What follows belongs to an exercise in optimizing a design on an open flow for small area and few clock cycles per item; a production flow would make more cautious choices.
Function was checked by simulation only, so behaviour that the tests miss may differ from the original.
Power and IR drop assume default switching activity.

## lagoon
// lb_top
module lb_top (
    input  logic                             clk,
    input  logic                             rstn,
    input  logic [1:0]                       mode,
    input  logic [4-1:0]            s_arvalid,
    input  logic [4*48-1:0] s_araddr,
    output logic [4-1:0]            s_arready,
    output logic [4-1:0]            s_rvalid,
    output logic [4*64-1:0] s_rdata,
    input  logic [4-1:0]            s_rready,
    output logic [4-1:0]            m_arvalid,
    output logic [4*48-1:0] m_araddr,
    input  logic [4-1:0]            m_arready,
    input  logic [4-1:0]            m_rvalid,
    input  logic [4*64-1:0] m_rdata
);
    localparam int nports = 4;
    logic [nports-1:0] active;
    always_comb begin
        case (mode)
            2'd0:    active = '1;
            2'd1:    active = nports'(3);
            default: active = nports'(1);
        endcase
    end
  ...
export LEC_CHECK = 0
export CAP_MARGIN = 20
export CORE_AREA = 2 2 438 108
export CTS_BUF_LIST = sky130_fd_sc_hd__clkbuf_16
export CTS_CLUSTER_DIAMETER = 70
export CTS_CLUSTER_SIZE = 26
export DIE_AREA = 0 0 440 110
export SLEW_MARGIN = 20
create_clock -name core_clock -period 14.0 [get_ports {clk}]
standard.sh (not shown) runs the stock make flow with config.mk's settings and CLKGATE_MAP_FILE= SYNTH_SCRIPT=/design/flow/synth_recipe.tcl, a recipe that flattens the netlist after the stock synthesis.
==> flow/flow/run.sh <==
#!/bin/bash
# standard layout, with the smallest buffer on every port instead of the
# resizer's default pick, and the synthesized 2:1 muxes taken down to the
# smallest drive strength before placement (later repair can size them up)
set -eo pipefail
cp standard.sh standard.sh.txt
export BUFFER_PORTS_ARGS="-buffer_cell sky130_fd_sc_hd__buf_1"
bash standard.sh floorplan > standard_floorplan.log 2>&1
openroad -no_init -exit flow/downsize.tcl > downsize.log 2>&1
bash standard.sh > standard.log 2>&1
==> flow/flow/downsize.tcl <==
# swap every mux2_2 for mux2_1 (same pins, smaller cell) in the floorplan database
set odb_file orfs/results/sky130hd/lb_top/base/2_floorplan.odb
read_db $odb_file
set db [ord::get_db]
set small [$db findMaster sky130_fd_sc_hd__mux2_1]
set n 0
foreach inst [[[$db getChip] getBlock] getInsts] {
  if {[[$inst getMaster] getName] eq "sky130_fd_sc_hd__mux2_2"} {
    $inst swapMaster $small
    incr n
  }
}
puts "swapped $n mux2_2 for mux2_1"
write_db $odb_file
Testbench counts of lagoon, summed over its fixed seeds: cycles 4,208, items 4,800.
#### Input delta (nickel over lagoon)
==> flow/run.sh (new file) <==
#!/bin/bash
# synth_recipe.tcl (not shown) runs the flow's synth.tcl, then flattens the netlist and writes it again
# the make line also repeats each setting of config.mk as NAME=value (left out here)
make -C /OpenROAD-flow-scripts/flow DESIGN_CONFIG=/design/flow/config.mk WORK_HOME=/design/flow/orfs CLKGATE_MAP_FILE= SYNTH_SCRIPT=/design/flow/synth_recipe.tcl finish
-- flow/config.mk --
<<< lagoon, line 11
export CTS_CLUSTER_DIAMETER = 70
export CTS_CLUSTER_SIZE = 26
>>> nickel, line 11
export CTS_CLUSTER_DIAMETER = 80
export CTS_CLUSTER_SIZE = 30
removed: flow/flow/run.sh
removed: flow/flow/downsize.tcl
removed: flow/standard.sh
### Flow results
Changes observed in nickel relative to lagoon: smallest setup slack after layout lost 0.85 ns, area of all placed cells without fillers rose by 3300 sq um. Wire length of the first global-routing pass on nickel is ahead of lagoon. nickel packs its core tighter than lagoon. The top routing layer in use comes out met5 in one run and met4 in the other, namely in lagoon and nickel respectively. When nickel is set beside lagoon, its clock power share turns out to be 4.1 points smaller. The total wirelength of the detailed-routed design number comes out higher for lagoon vs nickel.
## Diff of input files: xenon against nickel
==> flow/flow/run.sh (new file) <==
#!/bin/bash
# standard layout, with the smallest buffer on every port instead of the
# resizer's default pick, and ORFS's power recovery after global routing
# (downsizes gates on paths with slack to spare)
set -o pipefail
cp standard.sh standard.sh.txt
export BUFFER_PORTS_ARGS="-buffer_cell sky130_fd_sc_hd__buf_1"
export RECOVER_POWER=100
bash standard.sh > standard.log 2>&1
==> flow/standard.sh (new file) <==
#!/bin/bash
# synth_recipe.tcl (not shown) runs the flow's synth.tcl, then flattens the netlist and writes it again
# the make line also repeats each setting of config.mk as NAME=value (left out here)
make -C /OpenROAD-flow-scripts/flow DESIGN_CONFIG=/design/flow/config.mk WORK_HOME=/design/flow/orfs CLKGATE_MAP_FILE= SYNTH_SCRIPT=/design/flow/synth_recipe.tcl "${@:-finish}"
-- flow/config.mk --
<<< nickel, line 11
export CTS_CLUSTER_DIAMETER = 80
export CTS_CLUSTER_SIZE = 30
>>> xenon, line 11
export CTS_CLUSTER_DIAMETER = 70
export CTS_CLUSTER_SIZE = 26
removed: flow/run.sh
[summary]
- xenon: flow completed, timing, DRC and antenna clean
- xenon vs nickel — final wirelength dropped by a few percent
- Most common library cell in the layout ignoring fill and taps = buf_1: xenon; most common library cell in the layout ignoring fill and taps = clkdlybuf4s50_1: nickel
- xenon vs. nickel: multi-input combinational area share increased by 5.9 points relative to the old numbers; number of antenna cells inserted dropped 2.
Edits applied to the flow inputs when going from xenon to amber:
-- flow/flow/run.sh --
<<< xenon, line 3
# resizer's default pick, and ORFS's power recovery after global routing
# (downsizes gates on paths with slack to spare)
>>> amber, line 3
# resizer's default pick
<<< xenon, line 8
export RECOVER_POWER=100
>>> amber, line 7
-- flow/config.mk --
<<< xenon, line 9
export CORE_AREA = 2 2 438 108
>>> amber, line 9
export CORE_AREA = 2 2 478 68
<<< xenon, line 13
export DIE_AREA = 0 0 440 110
>>> amber, line 13
export DIE_AREA = 0 0 480 70
### Flow results
amber | status: complete | timing, DRC, antenna: pass. From xenon to amber the numbers moved as follows: routed wire length fell 10%; met2 wire length shrank by 2.6 mm; worst slack on hold paths essentially unchanged. Higher count of non-filler cells in the finished layout among amber and xenon: xenon. xenon → amber: number of inserted diodes down 3, final design area excluding fillers fell about 2%.

-- re-timing with driven ports --
Ports are ideal in the flow. The routed layouts listed here were re-timed in OpenROAD. Step 1 sets driving cells, clkbuf_16 on the clock port and buf_2 on the other inputs (assumed; they add their load-dependent delay and slew). Step 2 also shifts input and output timing later by t, the mid clock arrival at the registers, as if the neighbouring blocks saw the same clock. Three values: ideal, step 1, step 2; two values: the first two.
| run | t, ns | slack for setup (ns) | worst setup path after step 2 |
|---|---|---|---|
| lagoon | 0.532 | 7.171 / 7.134 / 7.134 | input to output |
| nickel | 0.546 | 6.321 / 6.298 / 6.298 | input to output |
| xenon | 0.534 | 7.263 / 7.239 / 7.239 | input to output |
| amber | 0.520 | 7.193 / 7.170 / 7.170 | input to output |
After both steps every run listed still meets setup and hold. For lagoon, which loses most, drivers alone change the setup slack by -0.037 ns; drivers and shift together by -0.037 ns.
